This design comes from an exercise in tuning for small area, a short achievable clock period and few clock cycles on the open sky130 flow, not from production work.
Function was checked by simulation only, so behaviour that the tests miss may differ from the original.
Power and IR drop assume default switching activity.

==> design.v <==
`default_nettype none
package pb_mcast_pkg;
  localparam int unsigned ADDR_W  = 48;
  localparam int unsigned USER_W  = 8;
  localparam int unsigned SEL_W   = 6;
  localparam int unsigned COORD_W = 6;
endpackage
`default_nettype wire
`default_nettype none
module pb_mcast_subset_iter #(
  parameter int unsigned Width = 48
) (
  input  logic [Width-1:0] val_i,
  input  logic [Width-1:0] mask_i,
  input  logic             cin_i,
  output logic [Width-1:0] val_o,
  output logic             all_o
);
  logic [Width:0] c;
  assign c[0] = 1'b1;
  for (genvar i = 0; i < Width; i++) begin : g_c
    assign c[i+1] = c[i] & (val_i[i] | ~mask_i[i]);
    assign val_o[i] = val_i[i] ^ (mask_i[i] & c[i] & cin_i);
  end
  assign all_o = c[Width];
endmodule
`default_nettype wire
`default_nettype none
module pb_mcast_unroller #(
  parameter int unsigned AddrWidth  = pb_mcast_pkg::ADDR_W,
  parameter int unsigned UserWidth  = pb_mcast_pkg::USER_W,
  parameter int unsigned SelWidth   = pb_mcast_pkg::SEL_W,
  parameter int unsigned MeshDimX   = 4,
  parameter int unsigned MeshDimY   = 4,
  parameter int unsigned CoordWidth = pb_mcast_pkg::COORD_W
) (
  input  logic                  clk_i,
  input  logic                  rst_i,
  input  logic                  in_valid_i,
  output logic                  in_ready_o,
  input  logic [AddrWidth-1:0]  in_addr_i,
  input  logic [AddrWidth-1:0]  in_mask_i,
  input  logic [2*SelWidth-1:0] in_sel_x_i,
  input  logic [2*SelWidth-1:0] in_sel_y_i,
  input  logic [UserWidth-1:0]  in_user_i,
  output logic                  out_valid_o,
  input  logic                  out_ready_i,
  output logic [AddrWidth-1:0]  out_addr_o,
  output logic [CoordWidth-1:0] out_x_o,
  output logic [CoordWidth-1:0] out_y_o,
  output logic [UserWidth-1:0]  out_user_o,
  output logic                  out_last_o,
  output logic                  busy_o,
  output logic                  err_o
);
  localparam int unsigned AW = AddrWidth;
  localparam int unsigned SW = SelWidth;
  logic [SW-1:0] offx, lenx, offy, leny;
  assign offx = in_sel_x_i[2*SW-1:SW];
  assign lenx = in_sel_x_i[SW-1:0];
  assign offy = in_sel_y_i[2*SW-1:SW];
  assign leny = in_sel_y_i[SW-1:0];
  logic [SW:0] endx, endy;
  assign endx = {1'b0, offx} + {1'b0, lenx};
  assign endy = {1'b0, offy} + {1'b0, leny};
  logic [AW-1:0] gex, gey, ltx, lty;    
  logic [AW-1:0] fx, fy, hx, hy;        
  for (genvar i = 0; i < AW; i++) begin : g_dec
    assign gex[i] = (offx <= i);
    assign gey[i] = (offy <= i);
    assign ltx[i] = (endx > i);
    assign lty[i] = (endy > i);
    assign fx[i]  = gex[i] & ltx[i];
    assign fy[i]  = gey[i] & lty[i];
    if (i >= 2) begin : g_h
      assign hx[i] = gex[i-2] & ltx[i];
      assign hy[i] = gey[i-2] & lty[i];
    end else begin : g_nh
      assign hx[i] = 1'b0;
      assign hy[i] = 1'b0;
    end
  end
  logic [AW-1:0] m_in, mp_in, base_in, hi;
  logic          err_in;
  assign hi      = hx | hy;
  assign m_in    = in_mask_i & (fx | fy);
  assign mp_in   = m_in & ~hi;
  assign base_in = in_addr_i & ~m_in;
  assign err_in  = |(in_addr_i & ~in_mask_i & hi);
  logic                  busy_q, err_q;
  logic [AW-1:0]         a_q, mp_q;
  logic [SW-1:0]         offx_q, offy_q;
  logic                  x0_q, x1_q, y0_q, y1_q;
  logic [UserWidth-1:0]  user_q;
  logic [AW-1:0] a_inc;
  logic          last;
  pb_mcast_subset_iter #(
    .Width (AW)
  ) u_iter (
    .val_i  (a_q),
    .mask_i (mp_q),
    .cin_i  (out_ready_i),
    .val_o  (a_inc),
    .all_o  (last)
  );
  always_ff @(posedge clk_i) begin
    if (rst_i) begin
      busy_q <= 1'b0;
      err_q  <= 1'b0;
    end else begin
      err_q <= !busy_q && in_valid_i && err_in;
      if (busy_q) busy_q <= !(out_ready_i && last);
      else        busy_q <= in_valid_i && !err_in;
    end
  end
  always_ff @(posedge clk_i) begin
    if (busy_q) begin
      a_q <= a_inc;
    end else begin
      a_q    <= base_in;
      mp_q   <= mp_in;
      offx_q <= offx;
      offy_q <= offy;
      x0_q   <= (lenx != '0);
      x1_q   <= (lenx > 1);
      y0_q   <= (leny != '0);
      y1_q   <= (leny > 1);
      user_q <= in_user_i;
    end
  end
  logic [AW-1:0] dx, dy;
  for (genvar i = 0; i < AW; i++) begin : g_od
    assign dx[i] = (offx_q == i);
    assign dy[i] = (offy_q == i);
  end
  logic [1:0] cx, cy;
  assign cx[0] = x0_q & |(dx & a_q);
  assign cx[1] = x1_q & |(dx[AW-2:0] & a_q[AW-1:1]);
  assign cy[0] = y0_q & |(dy & a_q);
  assign cy[1] = y1_q & |(dy[AW-2:0] & a_q[AW-1:1]);
  assign in_ready_o  = !busy_q;
  assign busy_o      = busy_q;
  assign out_valid_o = busy_q;
  assign out_last_o  = last;
  assign out_addr_o  = a_q;
  assign out_x_o     = {{(CoordWidth-2){1'b0}}, cx};
  assign out_y_o     = {{(CoordWidth-2){1'b0}}, cy};
  assign out_user_o  = user_q;
  assign err_o       = err_q;
endmodule
`default_nettype wire
==> run.sh <==
#!/bin/bash
# synth_recipe.tcl (not shown) runs the flow's synth.tcl, then flattens the netlist and writes it again
# the make line also repeats each setting of config.mk as NAME=value (left out here)
make -C /OpenROAD-flow-scripts/flow DESIGN_CONFIG=/design/flow/config.mk WORK_HOME=/design/flow/orfs CLKGATE_MAP_FILE= SYNTH_SCRIPT=/design/flow/synth_recipe.tcl finish
==> config.mk <==
export PLATFORM = sky130hd
export DESIGN_NAME = pb_mcast_unroller
export DESIGN_NICKNAME = pb_mcast_unroller
export VERILOG_FILES = /design/flow/design.v
export SDC_FILE = /design/flow/constraint.sdc
export NUM_CORES = 4
export LEC_CHECK = 0
export ABC_AREA = 1
export CAP_MARGIN = 20
export CORE_MARGIN = 2
export CORE_UTILIZATION = 40
export SLEW_MARGIN = 20
==> constraint.sdc <==
create_clock -name core_clock -period 7.0 [get_ports {clk_i}]
set_input_delay 1.4000 -clock core_clock [delete_from_list [all_inputs] [get_ports {clk_i}]]
set_output_delay 1.4000 -clock core_clock [all_outputs]
set_load 0.01 [all_outputs]
==> notes.md <==
Setup violations, final: 0
starting density of the core: 40.42%
CP Capture Type: output pin
post-route ant nets: 0
hold slack: 0.5241 ns
CTS tree: built
placed insts: 2088
EDFF count, synth: 72
Switching Fraction: 39.90%
die width: 165.6 um
DRT Pass-1 Iters: 7
post-cts hold buffer count: 0
share of layout cells above drive strength 1: 4.594%
Crit Path Max Fanout: 5
nets: 1918
P_int: 1.679 mW
Reg-to-Reg Start: a_q[1]
CP required: 5.60 ns
clk latency of the worst-skew pair: 0.42 ns
grt total ovfl: 0
Detailed Route WL: 51.32 mm
setup TNS: 0 ns
hold path start: a_q[13]
Via Count: 12858
H-Tree Level Count: 4
Worst-Margin Slew: 0.9498 ns
# rows: 59
CTS sink count: 122
fin. max-slew vios: 0
Mapped Cells: 1583
RSZ-0062 raised after global routing: false
critical path class: reg -> out
Final Cycle Share: 88.89%
post-synth design cell area: 10440 um^2
initial antenna violation count: 0
HP Class: reg -> reg
Fin. Hold Viols: 0
Final GP Congestion: 1.107
DR iter-0 viols: 1824
Non-Filler Instances: 2120
DR WL/cell: 24.21 um
Syn Area/Cell: 6.597 um^2
P per Cell Area: 209.8 nW/um^2
number of antenna repair diodes: 0
post-CTS setup repair buffer count: 0
area delta synth->final: 27.46%
Util after Layout: 51.52%
Max Clk Rate: 160.7 MHz
DRC Markers: 0
Synth async-reset ratio: 0%
global-route wire length before repair: 73.26 mm
CTS Buffer Depth: 2
headroom to the max-slew limit: 36.45%
worst setup margin: 0.7780 ns
Reg clk slew, reported paths: 0.06 ns
number of max-cap violations: 0
share of the yosys chip area belonging to registers: 30.29%
#FFs+latches synth: 122
TritonCTS buffer count: 17
Yosys cell types: 51
worst IR drop on VDD: 129.5 uV
min Tclk post-route: 6.222 ns
Net Switching: 1.114 mW
R2R setup slack: 2.82 ns
Post-DP HPWL: 41.67 mm
Via density: 6.065
root buffer cell: clkbuf_16
die area: 27420 um^2
startpoint type of the worst setup path: flip-flop
Setup WS pre-CTS: 0.6864 ns
Main synth FF type: edfxtp_1
r2r endpoint: a_q[46]
worst reg-to-reg path cell count: 29
Worst Hold Path EP: a_q[13]
CTS resizes: 0
status: no timing/DRC/antenna violations
hold depth: 2
Total GRT Usage: 37.11%
Leakage: 5.526 nW
Seq pwr share: 33.3%
I/O pins: 205
CP arrival: 4.82 ns
Comb power frac: 35.6%
core area: 25840 um^2
number of global-route vias before repair: 11721
largest net degree at the start of global routing: 73
YS warnings: 1
die height: 165.6 um
clock share of power: 31.2%
IO buf count: 196
Fin Clk Skew: 0.01443 ns
-- synthesized netlist by cell type, drive strengths merged (8+ instances only) --
| master | n | share of area [%] |
|---|---|---|
| buf | 15 | 0.87 |
| o21ai | 112 | 5.4 |
| nand2 | 250 | 9.1 |
| a31oi | 13 | 0.78 |
| inv | 212 | 7.6 |
| xor2 | 41 | 3.4 |
| nor3 | 16 | 0.77 |
| nor4 | 14 | 0.84 |
| nor2 | 230 | 8.8 |
| nand3 | 190 | 9.1 |
| edfxtp | 72 | 21 |
| o22ai | 114 | 6.8 |
| clkbuf | 34 | 1.2 |
| a311oi | 8 | 0.67 |
| dfxtp | 50 | 9.6 |
| nand3b | 19 | 1.4 |
| ha | 12 | 1.4 |
| a21oi | 86 | 4.1 |
| nand4 | 47 | 3.4 |
-- cell type report --
cell class                      count  area (um^2)
Multi-Input combinational cell   1206         6287
Clock buffer                       19        442.9
Clock inverter                     13        118.9
Sequential cell                   122         3163
Tap cell                          335        419.2
Fill cell                        2691        12530
Inverter                          213        802.0
Timing Repair Buffer              212         2077
-- stage by stage --
| step | total power [mW] | cell area [um^2] |
|---|---|---|
| after detailed placement | 1.897 | 12750 |
| after global placement | 1.897 | 12750 |
| final | 2.793 | 13310 |
| after CTS | 2.768 | 13310 |
| after floorplan | 1.449 | 10470 |
| after global routing | 2.906 | 13310 |
-- critical path, cell delays in order, from the launching register on --
cell and delay [ns]:
dfxtp_1 0.41, inv_2 0.08, nand2_2 0.07, nand2_2 0.06, nor2_4 0.11, nand4_2 0.10, nor2_2 0.15, nand4_1 0.12
nor2_2 0.17, nand4_1 0.13, nor2_2 0.15, nand4_1 0.11, nor2_2 0.15, nand4_1 0.11, nor2_2 0.13, nand4_1 0.11
nor2_2 0.14, nand4_1 0.11, nor2_2 0.26, nand4_2 0.16, nor2_4 0.15, nand4_4 0.11, nor2_4 0.13, nand4_4 0.10
nor2_4 0.16, nand4_4 0.14, nor3b_1 0.21, clkdlybuf4s50_1 0.56
-- cells by family (layout without fill, tap and decap cells) --
family	after synthesis	count (layout)	synth area share (%)
AO/OA/AOI/OAI	363	363	20.35
AND/OR/NAND/NOR	778	778	34.15
flip-flops	122	122	30.29
adder cells (fa/ha/maj)	14	14	1.821
XOR/XNOR	43	43	3.607
other	1	8	0.03591
buffers and inverters	262	457	9.753
-- layer usage --
metal	vias to the layer above	track usage, %	wire length [um]
li1	5916	-	-
met1	6011	50.14	21160
met2	774	57.41	22600
met3	157	7.393	4983
met4	0	16.30	2580
met5	-	0	0
-- worst max-delay path by stage --
stage                              from    endpoint  slack, ns  cells past startpoint
after floorplan                  a_q[1]  out_last_o       2.25                     26
after global placement    in_sel_x_i[6]      busy_q       0.93                     25
after detailed placement  in_sel_x_i[6]      busy_q       0.69                     25
after CTS                        a_q[1]  out_last_o       0.74                     27
after global routing            mp_q[0]  out_last_o       0.25                     26
final                            a_q[1]  out_last_o       0.78                     27
-- power by group through the flow --
stage / Clock (mW) / Sequential [mW] / Combinational, mW
final: 0.870 / 0.929 / 0.994
after global routing: 0.907 / 0.936 / 1.06
after CTS: 0.882 / 0.925 / 0.961
after detailed placement: 0 / 0.941 / 0.956
after global placement: 0 / 0.939 / 0.958
after floorplan: 0 / 0.916 / 0.533
-- placed cells by master (no fill, tap or decap), types with 5 or more instances in the layout --
master / instances
a311oi_1: 8
conb_1: 8
clkdlybuf4s50_1: 195
a31oi_1: 13
nor4_1: 14
clkbuf_16: 17
nand4_1: 42
xor2_1: 41
edfxtp_1: 72
o22ai_1: 114
a21oi_1: 86
nand2_1: 247
nand3_1: 190
nor2_4: 5
inv_1: 206
buf_4: 16
nor3_1: 16
inv_2: 5
o21ai_0: 108
nand3b_1: 19
nor2_2: 9
ha_1: 12
nor2_1: 216
dfxtp_1: 50
-- sequential cells by signal, indices dropped and copies added (netlist names) --
| signal | count |
|---|---|
| a_q | 48 |
| busy_q | 1 |
| err_q | 1 |
| mp_q | 48 |
| offx_q | 6 |
| offy_q | 6 |
| user_q | 8 |
| x0_q | 1 |
| x1_q | 1 |
| y0_q | 1 |
| y1_q | 1 |
Testbench counts, summed over its fixed seeds: cycles 13,033.

-- afterwards: timing with drivers on the ports --
How much do the figures lean on ideal ports? The routed layout below was timed once more, with nothing changed but the port constraints.
Step 1 (the two cells are an assumption about what drives the block):
set clk [get_ports {clk_i}]
set_driving_cell -lib_cell sky130_fd_sc_hd__clkbuf_16 $clk
set_driving_cell -lib_cell sky130_fd_sc_hd__buf_2 [delete_from_list [all_inputs] $clk]
Step 2 also shifts input and output timing later by t, the mid clock arrival at the registers, as if the neighbouring blocks saw the same clock.
Three values: no drivers, after step 1, after step 2; two values: the first two.
t (ns): 0.468
slack for setup (ns): 0.778 / 0.727 / 0.582
latest minus earliest clock arrival (ns): 0.014 / 0.015
After both steps setup and hold are still met in this run. The setup slack of this run moves by -0.051 ns with the drivers and by -0.196 ns with both steps.
